Context: an optimization exercise on an open-source flow, tuned for small area, a short achievable clock period and few clock cycles. The choices shown serve that exercise and are no tape-out recipe.
At most, simulation tests tie the RTL to the original design; equivalence was not proved.
Function not checked in run 1: the RTL went through the layout flow alone.
Power is estimated from default activity; no workload was simulated.

==> flow/design.v <==
`default_nettype none
package gcs_pkg;
  localparam logic [3:0]  ALL_OPEN_CODE = 4'd15;
  localparam logic [3:0]  DUAL_OFFSET   = 4'd3;
  localparam logic [2:0] MODE_NONE     = 3'd0;
  localparam logic [2:0] MODE_PERIODIC = 3'd1;
  localparam logic [2:0] MODE_ADAPTIVE = 3'd2;
  localparam logic [2:0] MODE_ALL_OPEN = 3'd3;
  localparam logic [2:0] MODE_DUAL     = 3'd4;
  localparam logic [2:0] CFG_STRATEGY_MODE   = 3'd0;
  localparam logic [2:0] CFG_MONITORED_TYPE  = 3'd1;
  localparam logic [2:0] CFG_MIN_ACTIVE_MS   = 3'd2;
  localparam logic [2:0] CFG_DECAY_THRESHOLD = 3'd3;
  localparam logic [2:0] CFG_MIN_DIFFERENCE  = 3'd4;
  localparam logic [2:0] CFG_CHAMBERS_IN_USE = 3'd5;
  localparam logic [2:0] CFG_SENSORS_IN_USE  = 3'd6;
endpackage
`default_nettype wire
`default_nettype none
module gcs_div (
  input  wire logic        clk_i,
  input  wire logic        rst_ni,
  input  wire logic        start_i,
  input  wire logic [19:0] dividend_i,
  input  wire logic [3:0]  divisor_i,
  output logic             busy_o,
  output logic             last_o,      
  output logic [15:0]      quotient_o   
);
  logic [3:0]  rem_q, rem_d;
  logic [15:0] quo_q, quo_d;
  logic [3:0]  den_q;
  logic [4:0]  den3_q;
  logic [2:0]  cnt_q;
  logic        busy_q;
  always_comb begin
    logic [5:0] r;
    logic [6:0] t1, t2, t3;
    r  = {rem_q, quo_q[15:14]};
    t1 = {1'b0, r} - {3'b0, den_q};
    t2 = {1'b0, r} - {2'b0, den_q, 1'b0};
    t3 = {1'b0, r} - {2'b0, den3_q};
    if (!t3[6]) begin
      rem_d = t3[3:0];
      quo_d = {quo_q[13:0], 2'd3};
    end else if (!t2[6]) begin
      rem_d = t2[3:0];
      quo_d = {quo_q[13:0], 2'd2};
    end else if (!t1[6]) begin
      rem_d = t1[3:0];
      quo_d = {quo_q[13:0], 2'd1};
    end else begin
      rem_d = r[3:0];
      quo_d = {quo_q[13:0], 2'd0};
    end
  end
  always_ff @(posedge clk_i or negedge rst_ni) begin
    if (!rst_ni) begin
      busy_q <= 1'b0;
      cnt_q  <= '0;
    end else if (start_i) begin
      busy_q <= 1'b1;
      cnt_q  <= '0;
    end else if (busy_q) begin
      cnt_q  <= cnt_q + 3'd1;
      if (cnt_q == 3'd7) busy_q <= 1'b0;
    end
  end
  always_ff @(posedge clk_i) begin
    if (start_i) begin
      rem_q  <= dividend_i[19:16];
      quo_q  <= dividend_i[15:0];
      den_q  <= divisor_i;
      den3_q <= 5'(divisor_i) + {divisor_i, 1'b0};
    end else if (busy_q) begin
      rem_q <= rem_d;
      quo_q <= quo_d;
    end
  end
  assign busy_o     = busy_q;
  assign last_o     = busy_q && (cnt_q == 3'd7);
  assign quotient_o = quo_d;
endmodule
`default_nettype wire
`default_nettype none
module gcs_ram (
  input  wire logic        clk_i,
  input  wire logic        we_i,
  input  wire logic [1:0]  wch_i,
  input  wire logic [2:0]  wslot_i,
  input  wire logic [31:0] wdata_i,
  input  wire logic [2:0]  rslot_i,
  output logic [3:0][31:0] rdata_o
);
  logic [31:0] mem_q [32];
  always_ff @(posedge clk_i) begin
    if (we_i) mem_q[{wch_i, wslot_i}] <= wdata_i;
  end
  always_comb begin
    for (int c = 0; c < 4; c++) rdata_o[c] = mem_q[{2'(c), rslot_i}];
  end
endmodule
`default_nettype wire
`default_nettype none
module gas_chamber_switch_controller (
  input  wire logic        clk_i,
  input  wire logic        rst_ni,
  input  wire logic        cfg_we_i,
  input  wire logic [2:0]  cfg_idx_i,
  input  wire logic [31:0] cfg_data_i,
  input  wire logic        in_valid_i,
  output logic             in_ready_o,
  input  wire logic        in_command_i,
  input  wire logic [2:0]  in_chamber_index_i,
  input  wire logic [3:0]  in_sensor_slot_i,
  input  wire logic [15:0] in_sensor_type_i,
  input  wire logic [15:0] in_voltage_i,
  input  wire logic        in_chamber_active_i,
  input  wire logic        in_last_reading_i,
  input  wire logic [31:0] in_now_ms_i,
  output logic             out_valid_o,
  input  wire logic        out_ready_i,
  output logic [2:0]       out_active_chamber_o,
  output logic             out_active_found_o,
  output logic [15:0]      out_monitored_average_o,
  output logic             out_send_command_o,
  output logic [3:0]       out_chamber_command_o
);
  typedef enum logic [3:0] {
    E_IDLE, E_SCAN, E_MDIV, E_AD1, E_AD2, E_WDIV, E_CMP1, E_CMP2,
    E_SWL, E_SWD1, E_SWD2, E_PER0, E_PER, E_RES
  } est_e;
  logic [2:0]  mode_q;
  logic [15:0] mtype_q;
  logic [31:0] min_ms_q;
  logic [15:0] decay_q;
  logic [15:0] mindiff_q;
  logic [1:0]  ncm1_q;    
  logic [2:0]  nsm1_q;    
  logic        mt0_q;     
  logic [3:0]  ns;
  logic [4:0]  ns3;
  assign ns  = {1'b0, nsm1_q} + 4'd1;
  assign ns3 = 5'(ns) + {ns, 1'b0};
  always_ff @(posedge clk_i or negedge rst_ni) begin
    if (!rst_ni) begin
      mode_q    <= gcs_pkg::MODE_NONE;
      mtype_q   <= '0;
      mt0_q     <= 1'b1;
      min_ms_q  <= '0;
      decay_q   <= '0;
      mindiff_q <= '0;
      ncm1_q    <= 2'd3;
      nsm1_q    <= 3'd7;
    end else if (cfg_we_i) begin
      case (cfg_idx_i)
        gcs_pkg::CFG_STRATEGY_MODE:   mode_q <= cfg_data_i[2:0];
        gcs_pkg::CFG_MONITORED_TYPE: begin
          mtype_q <= cfg_data_i[15:0];
          mt0_q   <= (cfg_data_i[15:0] == 16'd0);
        end
        gcs_pkg::CFG_MIN_ACTIVE_MS:   min_ms_q  <= cfg_data_i;
        gcs_pkg::CFG_DECAY_THRESHOLD: decay_q   <= cfg_data_i[15:0];
        gcs_pkg::CFG_MIN_DIFFERENCE:  mindiff_q <= cfg_data_i[15:0];
        gcs_pkg::CFG_CHAMBERS_IN_USE: begin
          if (cfg_data_i[3:0] < 4'd2)      ncm1_q <= 2'd1;
          else if (cfg_data_i[3:0] > 4'd4) ncm1_q <= 2'd3;
          else                             ncm1_q <= 2'(cfg_data_i[3:0] - 4'd1);
        end
        gcs_pkg::CFG_SENSORS_IN_USE: begin
          if (cfg_data_i[4:0] == 5'd0)     nsm1_q <= 3'd0;
          else if (cfg_data_i[4:0] > 5'd8) nsm1_q <= 3'd7;
          else                             nsm1_q <= 3'(cfg_data_i[4:0] - 5'd1);
        end
        default: ;
      endcase
    end
  end
  logic        rdy_q, irv_q;
  logic        ir_cmd, ir_act, ir_last;
  logic [2:0]  ir_ch;
  logic [3:0]  ir_slot;
  logic [15:0] ir_type, ir_volt;
  logic [31:0] ir_now;
  always_ff @(posedge clk_i) begin
    if (rdy_q) begin
      ir_cmd  <= in_command_i;
      ir_ch   <= in_chamber_index_i;
      ir_slot <= in_sensor_slot_i;
      ir_type <= in_sensor_type_i;
      ir_volt <= in_voltage_i;
      ir_act  <= in_chamber_active_i;
      ir_last <= in_last_reading_i;
      ir_now  <= in_now_ms_i;
    end
  end
  assign in_ready_o = rdy_q;
  est_e        st_q, st_d;
  logic        scan_q, scan_d;      
  logic [2:0]  sj_q, sj_d;
  logic [3:0]  flags_q;
  logic        cmd_q;               
  logic [31:0] now_q;
  logic [1:0]  ac_q;
  logic        found_q;
  logic [31:0] dms_q;               
  logic        el_q;                
  logic [18:0] s_q [4];             
  logic [15:0] m_q [4];             
  logic        fmf_q;
  logic [15:0] fmv_q;
  logic [2:0]  dc_q;                
  logic        tia_q, forced_q, dual_q, umean_q;
  logic [15:0] rd_q;
  logic [19:0] base_q;              
  logic        gtp_q;
  logic [16:0] s17_q;
  logic [1:0]  c_q, best_q;
  logic [16:0] minv_q;
  logic [16:0] dif_q;
  logic        gt_q;
  logic        send_q;
  logic [3:0]  code_q;
  logic [15:0] rwin_q [10];
  logic [15:0] pwin_q [10];
  logic [3:0]  rcnt_q, pcnt_q;
  logic [19:0] rsum_q, psum_q;
  logic [15:0] peak_q, cur_q;
  logic [31:0] last_q;
  logic        ov_q;
  logic [2:0]  o_ac_q;
  logic        o_found_q;
  logic [15:0] o_avg_q;
  logic        o_send_q;
  logic [3:0]  o_code_q;
  assign out_valid_o             = ov_q;
  assign out_active_chamber_o    = o_ac_q;
  assign out_active_found_o      = o_found_q;
  assign out_monitored_average_o = o_avg_q;
  assign out_send_command_o      = o_send_q;
  assign out_chamber_command_o   = o_code_q;
  logic out_free;
  assign out_free = !ov_q || out_ready_i;
  logic        ir_wr, ir_eval, consume, start, cons_q;
  logic [3:0][31:0] rdata;
  assign ir_wr   = !ir_cmd && !ir_ch[2] && !ir_slot[3];
  assign ir_eval = ir_cmd || ir_last;
  assign consume = irv_q && cons_q;
  assign start   = consume && ir_eval;
  gcs_ram u_store (
    .clk_i   (clk_i),
    .we_i    (consume && ir_wr),
    .wch_i   (ir_ch[1:0]),
    .wslot_i (ir_slot[2:0]),
    .wdata_i ({ir_type, ir_volt}),
    .rslot_i (sj_q),
    .rdata_o (rdata)
  );
  logic [3:0] flags_d;
  logic [1:0] det_ac;
  logic       det_found;
  always_comb begin
    flags_d = flags_q;
    if (consume && !ir_cmd && !ir_ch[2]) flags_d[ir_ch[1:0]] = ir_act;
    det_ac    = 2'd0;
    det_found = 1'b0;
    for (int i = 3; i >= 0; i--) begin
      if (flags_d[i] && (2'(i) <= ncm1_q)) begin
        det_ac    = 2'(i);
        det_found = 1'b1;
      end
    end
  end
  logic        wd_start, wd_busy, wd_last, wd_dest_q, wd_dest;
  logic [19:0] wd_num;
  logic [3:0]  wd_den;
  logic [15:0] wd_quo;
  gcs_div u_wdiv (
    .clk_i      (clk_i),
    .rst_ni     (rst_ni),
    .start_i    (wd_start),
    .dividend_i (wd_num),
    .divisor_i  (wd_den),
    .busy_o     (wd_busy),
    .last_o     (wd_last),
    .quotient_o (wd_quo)
  );
  logic [3:0]  match;
  logic [3:0]  sm_q;                
  logic [15:0] sv_q [4];
  logic        s2_q, s2last_q;
  always_comb begin
    for (int c = 0; c < 4; c++) match[c] = (rdata[c][31:16] == mtype_q);
  end
  always_ff @(posedge clk_i or negedge rst_ni) begin
    if (!rst_ni) begin
      s2_q     <= 1'b0;
      s2last_q <= 1'b0;
    end else begin
      s2_q     <= scan_q;
      s2last_q <= scan_q && (sj_q == nsm1_q);
    end
  end
  always_ff @(posedge clk_i) begin
    sm_q <= match;
    for (int c = 0; c < 4; c++) sv_q[c] <= rdata[c][15:0];
  end
  logic [15:0] mean_ac;
  logic        tia_now;
  assign mean_ac = s_q[ac_q][15:0];
  assign tia_now = !mt0_q && (fmf_q || sm_q[ac_q]);
  logic        push_r, push_p, do_send;
  logic [19:0] newsum;
  logic [16:0] val_c;
  assign newsum = base_q + 20'(rd_q);
  assign val_c  = umean_q ? {1'b0, s_q[c_q][15:0]} : {1'b0, m_q[c_q]};
  always_comb begin
    st_d     = st_q;
    scan_d   = scan_q;
    sj_d     = sj_q;
    push_r   = 1'b0;
    push_p   = 1'b0;
    do_send  = 1'b0;
    wd_start = 1'b0;
    wd_num   = newsum;
    wd_den   = rcnt_q;
    wd_dest  = 1'b0;
    if (scan_q) begin
      sj_d = sj_q + 3'd1;
      if (sj_q == nsm1_q) scan_d = 1'b0;
    end
    case (st_q)
      E_IDLE: begin
        if (start) begin
          if (ir_cmd || mode_q == gcs_pkg::MODE_ADAPTIVE || mode_q == gcs_pkg::MODE_DUAL) begin
            st_d   = E_SCAN;
            scan_d = 1'b1;
            sj_d   = 3'd0;
          end else if (mode_q == gcs_pkg::MODE_PERIODIC) begin
            st_d = E_PER0;
          end else begin
            st_d = E_RES;
          end
        end
      end
      E_SCAN: begin
        if (s2last_q) st_d = tia_now ? E_AD1 : E_MDIV;   
      end
      E_MDIV: begin
        if (dc_q == 3'd7) st_d = E_AD1;
      end
      E_AD1: begin
        if (cmd_q || (dual_q && ac_q == 2'd0)) begin
          if (!wd_busy) st_d = E_SWL;
        end else if (!wd_busy) begin
          st_d = E_AD2;
        end
      end
      E_AD2: begin
        push_r   = 1'b1;
        wd_start = 1'b1;
        wd_num   = newsum;
        wd_den   = (rcnt_q == 4'd10) ? 4'd10 : rcnt_q + 4'd1;
        wd_dest  = 1'b0;
        st_d     = E_WDIV;
      end
      E_WDIV: begin
        if (wd_last) st_d = E_CMP1;
      end
      E_CMP1: st_d = E_CMP2;
      E_CMP2: begin
        if (gtp_q) begin
          push_p   = 1'b1;
          wd_start = 1'b1;
          wd_num   = newsum;
          wd_den   = (pcnt_q == 4'd10) ? 4'd10 : pcnt_q + 4'd1;
          wd_dest  = 1'b1;
          st_d     = E_RES;
        end else if ((17'(peak_q) > s17_q) && el_q) begin
          st_d = E_SWL;
        end else begin
          st_d = E_RES;
        end
      end
      E_SWL: begin
        if (c_q == ncm1_q) st_d = E_SWD1;
      end
      E_SWD1: st_d = E_SWD2;
      E_SWD2: begin
        do_send = forced_q || (gt_q && (dif_q > 17'(mindiff_q)));
        st_d    = E_RES;
      end
      E_PER0: st_d = E_PER;
      E_PER:  st_d = E_RES;
      E_RES: begin
        if (out_free) st_d = E_IDLE;
      end
      default: st_d = E_IDLE;
    endcase
  end
  logic        irv_n, cmd_n, last_n, wr_n, haz_n, evb_n;
  logic [3:0]  slot_n;
  logic [2:0]  ch_n;
  always_comb begin
    irv_n  = rdy_q ? in_valid_i : (irv_q && !consume);
    cmd_n  = rdy_q ? in_command_i : ir_cmd;
    last_n = rdy_q ? in_last_reading_i : ir_last;
    slot_n = rdy_q ? in_sensor_slot_i : ir_slot;
    ch_n   = rdy_q ? in_chamber_index_i : ir_ch;
    wr_n   = !cmd_n && !ch_n[2] && !slot_n[3];
    haz_n  = wr_n && scan_d && (slot_n[2:0] > sj_d) && (slot_n[2:0] <= nsm1_q);
    evb_n  = (cmd_n || last_n) && (st_d != E_IDLE);
  end
  always_ff @(posedge clk_i or negedge rst_ni) begin
    if (!rst_ni) begin
      rdy_q   <= 1'b0;
      cons_q  <= 1'b0;
      irv_q   <= 1'b0;
      st_q    <= E_IDLE;
      scan_q  <= 1'b0;
      sj_q    <= '0;
      flags_q <= '0;
      rcnt_q  <= '0;
      pcnt_q  <= '0;
      rsum_q  <= '0;
      psum_q  <= '0;
      peak_q  <= '0;
      cur_q   <= '0;
      last_q  <= '0;
      ov_q    <= 1'b0;
      wd_dest_q <= 1'b0;
    end else begin
      rdy_q   <= !irv_n || !(haz_n || evb_n);
      cons_q  <= !(haz_n || evb_n);
      irv_q   <= irv_n;
      st_q    <= st_d;
      scan_q  <= scan_d;
      sj_q    <= sj_d;
      flags_q <= flags_d;
      if (wd_start) wd_dest_q <= wd_dest;
      if (wd_last) begin
        if (wd_dest_q) peak_q <= wd_quo;
        else           cur_q  <= wd_quo;
      end
      if (push_r) begin
        rsum_q <= newsum;
        if (rcnt_q != 4'd10) rcnt_q <= rcnt_q + 4'd1;
      end
      if (push_p) begin
        psum_q <= newsum;
        if (pcnt_q != 4'd10) pcnt_q <= pcnt_q + 4'd1;
      end
      if (do_send) begin
        last_q <= now_q;
        peak_q <= '0;
        pcnt_q <= '0;
        psum_q <= '0;
      end
      if (st_q == E_PER && el_q) last_q <= now_q;
      if (ov_q && out_ready_i) ov_q <= 1'b0;
      if (st_q == E_RES && out_free) ov_q <= 1'b1;
    end
  end
  always_ff @(posedge clk_i) begin
    if (push_r) begin
      rwin_q[0] <= rd_q;
      for (int i = 1; i < 10; i++) rwin_q[i] <= rwin_q[i-1];
    end
    if (push_p) begin
      pwin_q[0] <= rd_q;
      for (int i = 1; i < 10; i++) pwin_q[i] <= pwin_q[i-1];
    end
  end
  always_ff @(posedge clk_i) begin
    dms_q <= (st_q == E_IDLE) ? ir_now - last_q : now_q - last_q;
    el_q  <= dms_q > min_ms_q;
    if (start) begin
      cmd_q    <= ir_cmd;
      now_q    <= ir_now;
      ac_q     <= det_ac;
      found_q  <= det_found;
      fmf_q    <= 1'b0;
      send_q   <= 1'b0;
      code_q   <= 4'd0;
      dual_q   <= !ir_cmd && (mode_q == gcs_pkg::MODE_DUAL);
      forced_q <= ir_cmd;
      dc_q     <= '0;
      for (int c = 0; c < 4; c++) begin
        s_q[c] <= '0;
        m_q[c] <= 16'hFFFF;
      end
      if (!ir_cmd && mode_q == gcs_pkg::MODE_ALL_OPEN) begin
        send_q <= 1'b1;
        code_q <= gcs_pkg::ALL_OPEN_CODE;
      end
    end
    if (s2_q) begin
      for (int c = 0; c < 4; c++) begin
        s_q[c] <= s_q[c] + 19'(sv_q[c]);
        if (sm_q[c] && sv_q[c] < m_q[c]) m_q[c] <= sv_q[c];
      end
      if (!fmf_q && sm_q[ac_q]) begin
        fmf_q <= 1'b1;
        fmv_q <= sv_q[ac_q];
      end
    end
    if (st_q == E_MDIV) begin
      dc_q <= dc_q + 3'd1;
      for (int c = 0; c < 4; c++) begin
        logic [4:0] r;
        logic [5:0] t1, t2, t3;
        r  = s_q[c][18:14];
        t1 = {1'b0, r} - {2'b0, ns};
        t2 = {1'b0, r} - {1'b0, ns, 1'b0};
        t3 = {1'b0, r} - {1'b0, ns3};
        if (!t3[5])      s_q[c] <= {t3[2:0], s_q[c][13:0], 2'd3};
        else if (!t2[5]) s_q[c] <= {t2[2:0], s_q[c][13:0], 2'd2};
        else if (!t1[5]) s_q[c] <= {t1[2:0], s_q[c][13:0], 2'd1};
        else             s_q[c] <= {r[2:0], s_q[c][13:0], 2'd0};
      end
    end
    if (st_q == E_SCAN && s2last_q) tia_q <= tia_now;
    if (st_q == E_AD1) begin
      rd_q   <= tia_q ? fmv_q : mean_ac;
      base_q <= rsum_q - ((rcnt_q == 4'd10) ? 20'(rwin_q[9]) : 20'd0);
      forced_q <= cmd_q || (dual_q && ac_q == 2'd0);
      umean_q  <= mt0_q || (!dual_q && !tia_q);
      c_q      <= dual_q ? 2'd1 : 2'd0;
      best_q   <= dual_q ? 2'd1 : 2'd0;
      minv_q   <= (mt0_q || (!dual_q && !tia_q)) ? 17'h1FFFF : 17'h0FFFF;
    end
    if (st_q == E_CMP1) begin
      gtp_q  <= cur_q > peak_q;
      s17_q  <= 17'(cur_q) + 17'(decay_q);
      base_q <= psum_q - ((pcnt_q == 4'd10) ? 20'(pwin_q[9]) : 20'd0);
    end
    if (st_q == E_SWL) begin
      c_q <= c_q + 2'd1;
      if (val_c < minv_q) begin
        minv_q <= val_c;
        best_q <= c_q;
      end
    end
    if (st_q == E_SWD1) begin
      gt_q  <= 17'(cur_q) > minv_q;
      dif_q <= 17'(cur_q) - minv_q;
    end
    if (do_send) begin
      send_q <= 1'b1;
      code_q <= {2'b00, best_q} + (dual_q ? gcs_pkg::DUAL_OFFSET : 4'd0);
    end
    if (st_q == E_PER && el_q) begin
      send_q <= 1'b1;
      code_q <= (ac_q == ncm1_q) ? 4'd0 : {2'b00, ac_q} + 4'd1;
    end
  end
  always_ff @(posedge clk_i) begin
    if (st_q == E_RES && out_free) begin
      o_ac_q    <= {1'b0, ac_q};
      o_found_q <= found_q;
      o_avg_q   <= cur_q;
      o_send_q  <= send_q;
      o_code_q  <= send_q ? code_q : 4'd0;
    end
  end
endmodule
`default_nettype wire
==> flow/run.sh <==
#!/bin/bash
# synth_recipe.tcl (not shown) runs the flow's synth.tcl, then flattens the netlist and writes it again
# the make line also repeats each setting of config.mk as NAME=value (left out here)
make -C /OpenROAD-flow-scripts/flow DESIGN_CONFIG=/design/flow/config.mk WORK_HOME=/design/flow/orfs CLKGATE_MAP_FILE= SYNTH_SCRIPT=/design/flow/synth_recipe.tcl finish
==> flow/config.mk <==
export PLATFORM = sky130hd
export DESIGN_NAME = gas_chamber_switch_controller
export DESIGN_NICKNAME = gas_chamber_switch_controller
export VERILOG_FILES = /design/flow/design.v
export SDC_FILE = /design/flow/constraint.sdc
export NUM_CORES = 4
export LEC_CHECK = 0
export CAP_MARGIN = 20
export CORE_MARGIN = 2
export CORE_UTILIZATION = 40
export SLEW_MARGIN = 20
==> flow/constraint.sdc <==
create_clock -name core_clock -period 8.0 [get_ports {clk_i}]
set_input_delay 1.6000 -clock core_clock [delete_from_list [all_inputs] [get_ports {clk_i}]]
set_output_delay 1.6000 -clock core_clock [all_outputs]
set_load 0.01 [all_outputs]
==> results of run 1 <==
[kinds of logic (layout without fill, tap and decap cells)]
logic type,count (synthesis),in the layout,synth area share
xor+xnor,243,243,0.02337
buf+inv,588,1018,0.02481
other cells,1,6,0.00004117
compound gates,1037,1037,0.07369
flops,2093,2093,0.6566
mux,598,598,0.1060
fa+ha+maj,454,454,0.06460
simple gates,1018,1018,0.05086
[layout by cell type (no fill, tap or decap), drive strengths merged, types with 20 or more instances in the layout]
cell	netlist	routed
mux2	201	201
clkdlybuf4s50	0	138
edfxtp	1676	1676
inv	368	378
xnor2	105	105
nand2b	41	41
mux2i	124	124
o31ai	28	28
ha	427	427
nor3	40	40
clkbuf	145	275
nand2	468	468
o21a	41	41
mux4	273	273
o21ai	316	316
buf	72	107
dfxtp	193	193
a21o	118	118
bufinv	0	25
a211oi	49	49
nor2	226	226
nand4	48	48
o22ai	20	20
nor2b	40	40
nand3	32	32
a222oi	64	64
o211ai	25	25
clkinv	3	77
fa	27	27
dfrtp	218	218
o21bai	21	21
and3	26	26
a21oi	229	229
xor2	138	138
[power breakdown]
part,internal [W],leakage (nW),switching (W),total (W)
Combinational,0.00606,14.9,0.00793,0.0140
Clock,0.00599,3.56,0.00436,0.0103
Sequential,0.0139,19.7,0.00204,0.0160
[flip-flops by register name, indices dropped and copies added (netlist names), 17 cells and up]
signal	cells
u_store.mem_q	1024
pwin_q	160
rwin_q	160
s_q	76
m_q	64
sv_q	64
dms_q	32
ir_now	32
last_q	32
min_ms_q	32
now_q	32
base_q	20
psum_q	20
rsum_q	20
dif_q	17
minv_q	17
s17_q	17
[synthesized netlist by cell type, types with 28 or more instances]
master / instances
a222oi_1: 64
buf_2: 37
a211oi_1: 49
a21oi_1: 229
nor3_1: 40
nand2b_1: 41
clkbuf_1: 143
o31ai_1: 28
mux2i_1: 124
xor2_1: 138
nand2_1: 468
nor2_1: 226
xnor2_1: 105
ha_1: 427
mux2_2: 174
a21o_1: 118
o21a_1: 41
dfxtp_1: 193
o21ai_0: 277
o21ai_1: 38
edfxtp_1: 1676
nand3_1: 32
dfrtp_1: 218
inv_1: 366
mux4_2: 273
buf_1: 34
nor2b_1: 40
nand4_1: 48
[worst max-delay path: stages, from the launching register on]
cell,delay (ps)
dfrtp_1,550
nor4_4,340
buf_4,500
mux2_2,430
ha_1,270
nor2b_1,140
o31ai_1,370
a21oi_1,230
a2111oi_0,850
o31ai_1,180
nand2_1,140
a21oi_1,130
nor4_1,210
a211o_1,140
[path summary, 6_finish.rpt]
path | from | endpoint | slack [ps] | depth (start not counted)
min in group asynchronous | rst_ni | psum_q[14] | 670 | 1
max in group asynchronous | rst_ni | sj_q[1] | 5840 | 2
worst min-delay path | rwin_q[2][13] | rwin_q[3][13] | 380 | 0
worst min register to register | rwin_q[2][13] | rwin_q[3][13] | 380 | 0
worst max register to register | st_q[2] | dms_q[29] | 3390 | 13
worst max-delay path | st_q[2] | dms_q[29] | 3390 | 13
[metal layers]
| layer | GRT usage | vias to the layer above |
|---|---|---|
| li1 | - | 23453 |
| met1 | 0.2798 | 26645 |
| met2 | 0.3269 | 1552 |
| met3 | 0.02955 | 329 |
| met4 | 0.06247 | 6 |
| met5 | 0 | - |
[per-stage QoR]
stage                       util  hold WS, ps
after floorplan                -        400.3
after global placement    0.4251        400.6
after detailed placement  0.4251        404.5
after CTS                 0.4576        367.2
after global routing      0.4589        372.9
final                     0.4590        380.9
[cell type report]
class,instances,area (sq um)
Antenna cell,5,12.51
Clock buffer,275,5829
Clock inverter,127,1545
Fill cell,19796,122700
Inverter,371,1403
Multi-Input combinational cell,3351,29350
Sequential cell,2093,59820
Tap cell,3009,3765
Timing Repair Buffer,245,2390
==> flow_metrics.py, run 1 <==
metrics = {
    "drt": {
        "dr.pass1.iters": 9,
        "drc": 0,
        "route.vias.total": 51985,
        "top_layer_used": "met5",
        "drt-total-wl_um": 234700,
        "met1_length_um": 102200,
        "wl_met2_um": 111900,
        "drt_iter0_drc": 4756,
        "wl_per_cell_um": 24.77,
        "wl_met3_um": 13410,
        "postRouteAntennaNets": 0,
        "vias_per_cell": 5.486,
    },
    "timing": {
        "fmax_mhz": 216.9,
        "finalCritPeriodShare": 0.5764,
        "hold_viol": 0,
        "relSlewSlack": 0.2586,
        "fin_worst_skew_ps": 57.88,
        "worst_slack_ps": 3389,
        "min_period_ps": 4611,
        "setup_violations": 0,
        "setup_tns_ps": 0,
        "slew_violations": 0,
        "tightestPinTransition_ps": 1112,
        "rsz0062_at_grt": "false",
    },
    "synthesis": {
        "syn_inst": 6032,
        "synth_edf_count": 1676,
        "ys_seq_elements": 2093,
        "synthArstFlopShare": 0.1070,
        "netlist_top_cells_area": "edfxtp_1 55%, mux4_2 6.8%, dfrtp_1 6.0%",
        "synth_ff_type": "edfxtp_1",
        "synth-warning-count": 8,
        "ys_seq_area_frac": 0.6566,
        "synth_area_sq_um": 91080,
        "synthDistinctLibCells": 84,
        "synth.net_count": 6600,
        "avgSynthCellArea_sq_um": 15.10,
        "synth_top_area_share": 0.5526,
        "synth_area_leader_cell": "edfxtp_1",
    },
    "global_routing": {
        "antenna_found_initial": 16,
        "grt_pass1_vias": 51734,
        "grt_usage": 0.2014,
        "grt_max_degree": 168,
        "grt_pass1_wl_um": 345100,
        "grt_overflow": 0,
    },
    "die": {
        "coreArea_sq_um": 226800,
        "ios": 141,
        "die_h_um": 481.2,
        "die_area_sq_um": 231500,
        "chipWidth_um": 481.2,
        "initial_core_util": 0.4015,
        "rows": 175,
    },
    "final_layout": {
        "fin_cells": 9476,
        "layout-drive-gt1-share": 0.1523,
        "final_nets": 6841,
        "syn2layout_area_growth_pct": 14.32,
        "design_area_sq_um": 104100,
    },
    "cts": {
        "clk_path_buf_depth": 3,
        "cts_setup_buffers": 0,
        "path_clk_slew_ps": 60,
        "cts_tree": "done",
        "htreeDepth": 4,
        "hold_buffers": 0,
        "cts_buffers": 211,
        "root_buffer": "clkbuf_16",
        "post_cts_resized": 0,
        "cts_sinks": 2093,
        "worstSkewPairLatency_ps": 880,
    },
    "min_path": {
        "hold_path.class": "register to register",
    },
    "place": {
        "gp_congestion": 0.9172,
        "postPlaceCellArea_sq_um": 96420,
        "portBuffers": 139,
        "post-place-ws_ps": 3394,
        "hpwl_um": 156400,
        "dp.cells": 9051,
    },
    "critical_path": {
        "crit_required_ps": 8780,
        "crit_path_start_kind": "register",
        "critPathMaxFanout": 34,
        "worstSetupEndpointType": "register",
        "cp.arrival_ps": 5390,
        "crit_type": "register to register",
    },
    "power_and_ir_drop": {
        "p_per_area_nw_per_um2": 387.3,
        "leakagePower_nw": 38.07,
        "power.total_w": 0.04033,
        "ir_drop_uv": 246.6,
    },
    "run_status": {
        "status": "complete, no violations",
    },
    "flow_run": {
        "cap_violations": 0,
    },
}
==> run 2: changes to the inputs <==
--- a/flow/design.v
+++ b/flow/design.v
@@ -30,28 +30,16 @@
   logic [3:0]  rem_q, rem_d;
   logic [15:0] quo_q, quo_d;
   logic [3:0]  den_q;
-  logic [4:0]  den3_q;
   logic [2:0]  cnt_q;
   logic        busy_q;
   always_comb begin
-    logic [5:0] r;
-    logic [6:0] t1, t2, t3;
-    r  = {rem_q, quo_q[15:14]};
-    t1 = {1'b0, r} - {3'b0, den_q};
-    t2 = {1'b0, r} - {2'b0, den_q, 1'b0};
-    t3 = {1'b0, r} - {2'b0, den3_q};
-    if (!t3[6]) begin
-      rem_d = t3[3:0];
-      quo_d = {quo_q[13:0], 2'd3};
-    end else if (!t2[6]) begin
-      rem_d = t2[3:0];
-      quo_d = {quo_q[13:0], 2'd2};
-    end else if (!t1[6]) begin
-      rem_d = t1[3:0];
-      quo_d = {quo_q[13:0], 2'd1};
-    end else begin
-      rem_d = r[3:0];
-      quo_d = {quo_q[13:0], 2'd0};
+    logic [4:0] r;
+    rem_d = rem_q;
+    quo_d = quo_q;
+    for (int k = 0; k < 2; k++) begin
+      r = {rem_d, quo_d[15]};
+      quo_d = {quo_d[14:0], (r >= {1'b0, den_q})};
+      rem_d = (r >= {1'b0, den_q}) ? 4'(r - {1'b0, den_q}) : r[3:0];
     end
   end
   always_ff @(posedge clk_i or negedge rst_ni) begin
@@ -68,10 +56,9 @@
   end
   always_ff @(posedge clk_i) begin
     if (start_i) begin
-      rem_q  <= dividend_i[19:16];
-      quo_q  <= dividend_i[15:0];
-      den_q  <= divisor_i;
-      den3_q <= 5'(divisor_i) + {divisor_i, 1'b0};
+      rem_q <= dividend_i[19:16];
+      quo_q <= dividend_i[15:0];
+      den_q <= divisor_i;
     end else if (busy_q) begin
       rem_q <= rem_d;
       quo_q <= quo_d;
@@ -139,9 +126,7 @@
   logic [2:0]  nsm1_q;    
   logic        mt0_q;     
   logic [3:0]  ns;
-  logic [4:0]  ns3;
-  assign ns  = {1'b0, nsm1_q} + 4'd1;
-  assign ns3 = 5'(ns) + {ns, 1'b0};
+  assign ns = {1'b0, nsm1_q} + 4'd1;
   always_ff @(posedge clk_i or negedge rst_ni) begin
     if (!rst_ni) begin
       mode_q    <= gcs_pkg::MODE_NONE;
@@ -241,11 +226,12 @@
   assign out_chamber_command_o   = o_code_q;
   logic out_free;
   assign out_free = !ov_q || out_ready_i;
-  logic        ir_wr, ir_eval, consume, start, cons_q;
+  logic        ir_wr, ir_eval, hazard, consume, start;
   logic [3:0][31:0] rdata;
   assign ir_wr   = !ir_cmd && !ir_ch[2] && !ir_slot[3];
   assign ir_eval = ir_cmd || ir_last;
-  assign consume = irv_q && cons_q;
+  assign hazard  = ir_wr && scan_q && (ir_slot[2:0] > sj_q) && (ir_slot[2:0] <= nsm1_q);
+  assign consume = irv_q && !hazard && !(ir_eval && st_q != E_IDLE);
   assign start   = consume && ir_eval;
   gcs_ram u_store (
     .clk_i   (clk_i),
@@ -286,29 +272,13 @@
     .quotient_o (wd_quo)
   );
   logic [3:0]  match;
-  logic [3:0]  sm_q;                
-  logic [15:0] sv_q [4];
-  logic        s2_q, s2last_q;
   always_comb begin
     for (int c = 0; c < 4; c++) match[c] = (rdata[c][31:16] == mtype_q);
   end
-  always_ff @(posedge clk_i or negedge rst_ni) begin
-    if (!rst_ni) begin
-      s2_q     <= 1'b0;
-      s2last_q <= 1'b0;
-    end else begin
-      s2_q     <= scan_q;
-      s2last_q <= scan_q && (sj_q == nsm1_q);
-    end
-  end
-  always_ff @(posedge clk_i) begin
-    sm_q <= match;
-    for (int c = 0; c < 4; c++) sv_q[c] <= rdata[c][15:0];
-  end
   logic [15:0] mean_ac;
   logic        tia_now;
   assign mean_ac = s_q[ac_q][15:0];
-  assign tia_now = !mt0_q && (fmf_q || sm_q[ac_q]);
+  assign tia_now = !mt0_q && (fmf_q || match[ac_q]);
   logic        push_r, push_p, do_send;
   logic [19:0] newsum;
   logic [16:0] val_c;
@@ -344,7 +314,7 @@
         end
       end
       E_SCAN: begin
-        if (s2last_q) st_d = tia_now ? E_AD1 : E_MDIV;   
+        if (sj_q == nsm1_q) st_d = tia_now ? E_AD1 : E_MDIV;   
       end
       E_MDIV: begin
         if (dc_q == 3'd7) st_d = E_AD1;
@@ -414,7 +384,6 @@
   always_ff @(posedge clk_i or negedge rst_ni) begin
     if (!rst_ni) begin
       rdy_q   <= 1'b0;
-      cons_q  <= 1'b0;
       irv_q   <= 1'b0;
       st_q    <= E_IDLE;
       scan_q  <= 1'b0;
@@ -431,7 +400,6 @@
       wd_dest_q <= 1'b0;
     end else begin
       rdy_q   <= !irv_n || !(haz_n || evb_n);
-      cons_q  <= !(haz_n || evb_n);
       irv_q   <= irv_n;
       st_q    <= st_d;
       scan_q  <= scan_d;
@@ -472,7 +440,7 @@
     end
   end
   always_ff @(posedge clk_i) begin
-    dms_q <= (st_q == E_IDLE) ? ir_now - last_q : now_q - last_q;
+    dms_q <= start ? ir_now - last_q : now_q - last_q;
     el_q  <= dms_q > min_ms_q;
     if (start) begin
       cmd_q    <= ir_cmd;
@@ -494,32 +462,33 @@
         code_q <= gcs_pkg::ALL_OPEN_CODE;
       end
     end
-    if (s2_q) begin
+    if (scan_q) begin
       for (int c = 0; c < 4; c++) begin
-        s_q[c] <= s_q[c] + 19'(sv_q[c]);
-        if (sm_q[c] && sv_q[c] < m_q[c]) m_q[c] <= sv_q[c];
+        s_q[c] <= s_q[c] + 19'(rdata[c][15:0]);
+        if (match[c] && rdata[c][15:0] < m_q[c]) m_q[c] <= rdata[c][15:0];
       end
-      if (!fmf_q && sm_q[ac_q]) begin
+      if (!fmf_q && match[ac_q]) begin
         fmf_q <= 1'b1;
-        fmv_q <= sv_q[ac_q];
+        fmv_q <= rdata[ac_q][15:0];
       end
     end
     if (st_q == E_MDIV) begin
       dc_q <= dc_q + 3'd1;
       for (int c = 0; c < 4; c++) begin
-        logic [4:0] r;
-        logic [5:0] t1, t2, t3;
-        r  = s_q[c][18:14];
-        t1 = {1'b0, r} - {2'b0, ns};
-        t2 = {1'b0, r} - {1'b0, ns, 1'b0};
-        t3 = {1'b0, r} - {1'b0, ns3};
-        if (!t3[5])      s_q[c] <= {t3[2:0], s_q[c][13:0], 2'd3};
-        else if (!t2[5]) s_q[c] <= {t2[2:0], s_q[c][13:0], 2'd2};
-        else if (!t1[5]) s_q[c] <= {t1[2:0], s_q[c][13:0], 2'd1};
-        else             s_q[c] <= {r[2:0], s_q[c][13:0], 2'd0};
+        logic [2:0]  a;
+        logic [15:0] q;
+        logic [3:0]  r;
+        a = s_q[c][18:16];
+        q = s_q[c][15:0];
+        for (int k = 0; k < 2; k++) begin
+          r = {a, q[15]};
+          q = {q[14:0], (r >= ns)};
+          a = (r >= ns) ? 3'(r - ns) : r[2:0];
+        end
+        s_q[c] <= {a, q};
       end
     end
-    if (st_q == E_SCAN && s2last_q) tia_q <= tia_now;
+    if (st_q == E_SCAN && sj_q == nsm1_q) tia_q <= tia_now;
     if (st_q == E_AD1) begin
       rd_q   <= tia_q ? fmv_q : mean_ac;
       base_q <= rsum_q - ((rcnt_q == 4'd10) ? 20'(rwin_q[9]) : 20'd0);
==> run 2 against run 1 <==
  * Sequential share of layout area about the same
  * Synthesized cell count up 1.8%
  * Fmax down 22%
  * Die area down 1.9%
  * Critical path depth up 9
  * Synthesized area down 1.9%
  * First-iteration DRC count up 2.2%
  * Final area down 2.6%
  * Via count up 0.37%
  * Sequential power down 5%
  * Worst setup slack worse by 1300 ps
  * Combinational power up 5%
  * Critical endpoint is now dms_q[16]
  * Highest routed layer unchanged
==> flow_metrics.py, run 2 <==
metrics = {
    "critical_path": {
        "slowest_stage": "dfrtp_4",
        "rr_endpoint": "dms_q[16]",
        "slowest_delay_ps": 650,
        "ff2ff_setup_slack_ps": 2110,
        "startpoint": "sj_q[2]",
        "crit_type": "register to register",
        "r2r_start": "sj_q[2]",
        "worstPathCellList": "inv_2 -> ha_1 -> nand3_1 -> nand2_1 -> a21oi_1 -> a21oi_1 -> o21ai_4 -> clkinv_2 -> mux2i_1 -> ha_1 -> inv_1 -> fa_1 -> a21o_1 -> a21oi_1 -> o211ai_1 -> a31oi_1 -> o21ai_0 -> a21o_1 -> a21o_1 -> a21o_1 -> a21oi_1 -> xnor2_1",
        "worstSetupEndpointType": "register",
        "crit_path_start_kind": "register",
        "crit_required_ps": 8740,
        "reg2regPathDepth": 22,
        "cp.arrival_ps": 6630,
        "critPathMaxFanout": 27,
    },
    "timing": {
        "fmax_mhz": 169.8,
        "setup_violations": 0,
        "hold_viol": 0,
        "finalCritPeriodShare": 0.7361,
        "rsz0062_at_grt": "false",
        "min_period_ps": 5889,
        "tightestPinTransition_ps": 1268,
        "worst_slack_ps": 2111,
        "setup_tns_ps": 0,
        "fin_worst_skew_ps": 84.21,
        "relSlewSlack": 0.1526,
        "slew_violations": 0,
    },
    "die": {
        "chipWidth_um": 476.6,
        "ios": 141,
        "die_area_sq_um": 227200,
        "rows": 173,
        "initial_core_util": 0.4023,
        "coreArea_sq_um": 222100,
        "die_h_um": 476.6,
    },
    "drt": {
        "postRouteAntennaNets": 0,
        "route.vias.total": 52178,
        "wl_per_cell_um": 25.25,
        "dr.pass1.iters": 6,
        "drt_iter0_drc": 4859,
        "drc": 0,
        "drt-total-wl_um": 240300,
        "vias_per_cell": 5.483,
    },
    "run_status": {
        "status": "complete, no violations",
    },
    "final_layout": {
        "top_register": "u_store.mem_q",
        "mostFrequentLayoutCells": "1672 x edfxtp_1, 771 x nand2_1, 411 x ha_1",
        "largest_reg_flops": 1024,
        "layout-drive-gt1-share": 0.1413,
        "final_nets": 6908,
        "reg.largest.list": "u_store.mem_q (1024), pwin_q (160), rwin_q (160)",
        "syn2layout_area_growth_pct": 13.52,
        "mostFrequentLayoutCell": "edfxtp_1",
    },
    "synthesis": {
        "syn_inst": 6140,
        "synth_top_area_share": 0.5619,
        "synth_most_common_cell": "edfxtp_1",
        "synth.net_count": 6686,
        "ys_seq_elements": 2018,
        "synth_ff_type": "edfxtp_1",
        "synthArstFlopShare": 0.1095,
        "synth_area_sq_um": 89350,
        "synth_common_cells": "1672 x edfxtp_1, 771 x nand2_1, 411 x ha_1",
        "synth_area_leader_cell": "edfxtp_1",
        "synthDistinctLibCells": 88,
        "netlist_top_cells_area": "edfxtp_1 56%, dfrtp_1 6.0%, ha_1 5.8%",
        "ys_seq_area_frac": 0.6519,
        "avgSynthCellArea_sq_um": 14.55,
        "synth-warning-count": 7,
        "synth_edf_count": 1672,
    },
    "cts": {
        "htreeDepth": 4,
        "path_clk_slew_ps": 60,
        "clk_path_buf_depth": 3,
        "cts_buffers": 211,
        "cts_setup_buffers": 0,
        "cts_tree": "done",
        "cts_sinks": 2018,
        "worstSkewPairLatency_ps": 890,
        "hold_buffers": 0,
        "post_cts_resized": 0,
        "root_buffer": "clkbuf_16",
    },
    "place": {
        "post-place-ws_ps": 2172,
        "gp_congestion": 0.8879,
        "portBuffers": 139,
        "hpwl_um": 156000,
    },
    "power_and_ir_drop": {
        "seqPwrFrac": 0.382,
        "switching_share": 0.3669,
        "combPwrFrac": 0.370,
        "netSwitchingPower_w": 0.01457,
        "p_clk_frac": 0.248,
        "p_int_w": 0.02514,
        "leakagePower_nw": 37.35,
        "p_per_area_nw_per_um2": 391.5,
        "ir_drop_uv": 245.6,
    },
    "min_path": {
        "hold_path.class": "register to register",
        "hold_start": "rwin_q[3][8]",
        "hold_depth": 0,
        "hold_end": "rwin_q[4][8]",
    },
    "flow_run": {
        "cap_violations": 0,
    },
    "global_routing": {
        "grt_pass1_vias": 51326,
        "grt_overflow": 0,
        "grt_pass1_wl_um": 348600,
        "antenna_found_initial": 10,
        "grt_max_degree": 127,
        "grt_usage": 0.2075,
    },
}
run 2: cell types whose count changed after synthesis, sizes merged, moves of 26 or more:
cell | before | now
nand3 | 32 | 63
a222oi | 64 | 18
nor2 | 226 | 187
a22oi | 4 | 36
a21oi | 229 | 198
a221oi | 10 | 36
xnor2 | 105 | 149
inv | 368 | 305
o22ai | 20 | 65
and2 | 12 | 51
dfxtp | 193 | 125
nand2 | 468 | 771
mux4 | 273 | 225
xor2 | 138 | 105
run 2: final cells by class:
class	count	area (sq um)
Fill cell	19557	120600
Antenna cell	4	10.01
Clock inverter	132	1504
Inverter	307	1164
Clock buffer	257	5493
Multi-Input combinational cell	3580	28970
Tap cell	2975	3722
Timing Repair Buffer	244	2317
Sequential cell	2018	58260
run 2: layer usage:
metal / GRT usage / vias up / share of wire
met5: 0 / - / 0.000054
met4: 0.07498 / 2 / 0.036
met3: 0.02975 / 370 / 0.054
met2: 0.3430 / 1543 / 0.48
met1: 0.2790 / 26726 / 0.43
li1: - / 23537 / -
run 2: logic make-up after synthesis:
logic type / after synthesis / synth area share
multiplexers: 574 / 0.09943
flip-flops: 2018 / 0.6519
AND/OR/NAND/NOR: 1355 / 0.06746
XOR/XNOR: 254 / 0.02490
buffers and inverters: 542 / 0.02543
AO/OA/AOI/OAI: 964 / 0.06860
adder cells (fa/ha/maj): 432 / 0.06226
other: 1 / 0.00004197
run 2: through the flow:
stage	std cells	hold slack, ps	area [sq um]	util	power (W)
floorplan	6140	400.3	89350	-	0.02518
global placement	9116	400.2	94300	0.4246	0.02970
detailed placement	9117	404.5	94320	0.4247	0.02997
CTS	9506	334.9	101300	0.4562	0.03991
global route	9516	347.6	101400	0.4567	0.04190
finish	9517	342.4	101400	0.4568	0.03971
run 2: power by group through the flow:
stage                     combinational (W)  clock (W)  sequential, W
after floorplan                      0.0106          0         0.0146
after global placement               0.0143          0         0.0154
after detailed placement             0.0145          0         0.0154
after CTS                            0.0146     0.0100         0.0152
after global routing                 0.0161     0.0105         0.0153
final                                0.0147    0.00986         0.0152
run 2: how the worst max path moves through the flow:
| stage | to | cells after the start |
|---|---|---|
| final | dms_q[16] | 22 |
| after global routing | dms_q[30] | 22 |
| after CTS | dms_q[16] | 22 |
| after detailed placement | dms_q[16] | 22 |
| after global placement | dms_q[16] | 22 |
| after floorplan | dms_q[31] | 25 |
run 2: critical path, delay by kind of cell (launching register included):
kind / cells / cell delay (ps)
adder cells (fa/ha/maj): 3 / 1000
AND/OR/NAND/NOR: 2 / 160
buffers and inverters: 3 / 1010
multiplexers: 1 / 300
AO/OA/AOI/OAI: 12 / 2450
flip-flops: 1 / 650
XOR/XNOR: 1 / 140
Testbench counts of run 2, summed over its fixed seeds: cycles 23,745.

[what the ideal ports hide]
How much do the figures lean on ideal ports? The routed layouts below were timed once more, with nothing changed but the port constraints.
Step 1 assumes that a clkbuf_16 drives the clock port and a buf_2 every other input.
Step 2 times the ports against the registers' clock, not the clock port: input delays grow and output delays shrink by t, the midpoint of the rising clock arrivals with the driver on.
Three values: ideal ports, drivers, drivers and shift; two values: the first two.
run	shift t [ns]	slack for setup (ns)	hold slack, ns
run 1	0.933	3.389 / 3.389 / 3.389	0.381 / 0.381 / 0.381
run 2	0.941	2.111 / 2.111 / 2.111	0.342 / 0.342 / 0.342
After both steps setup and hold are still met in every run listed.
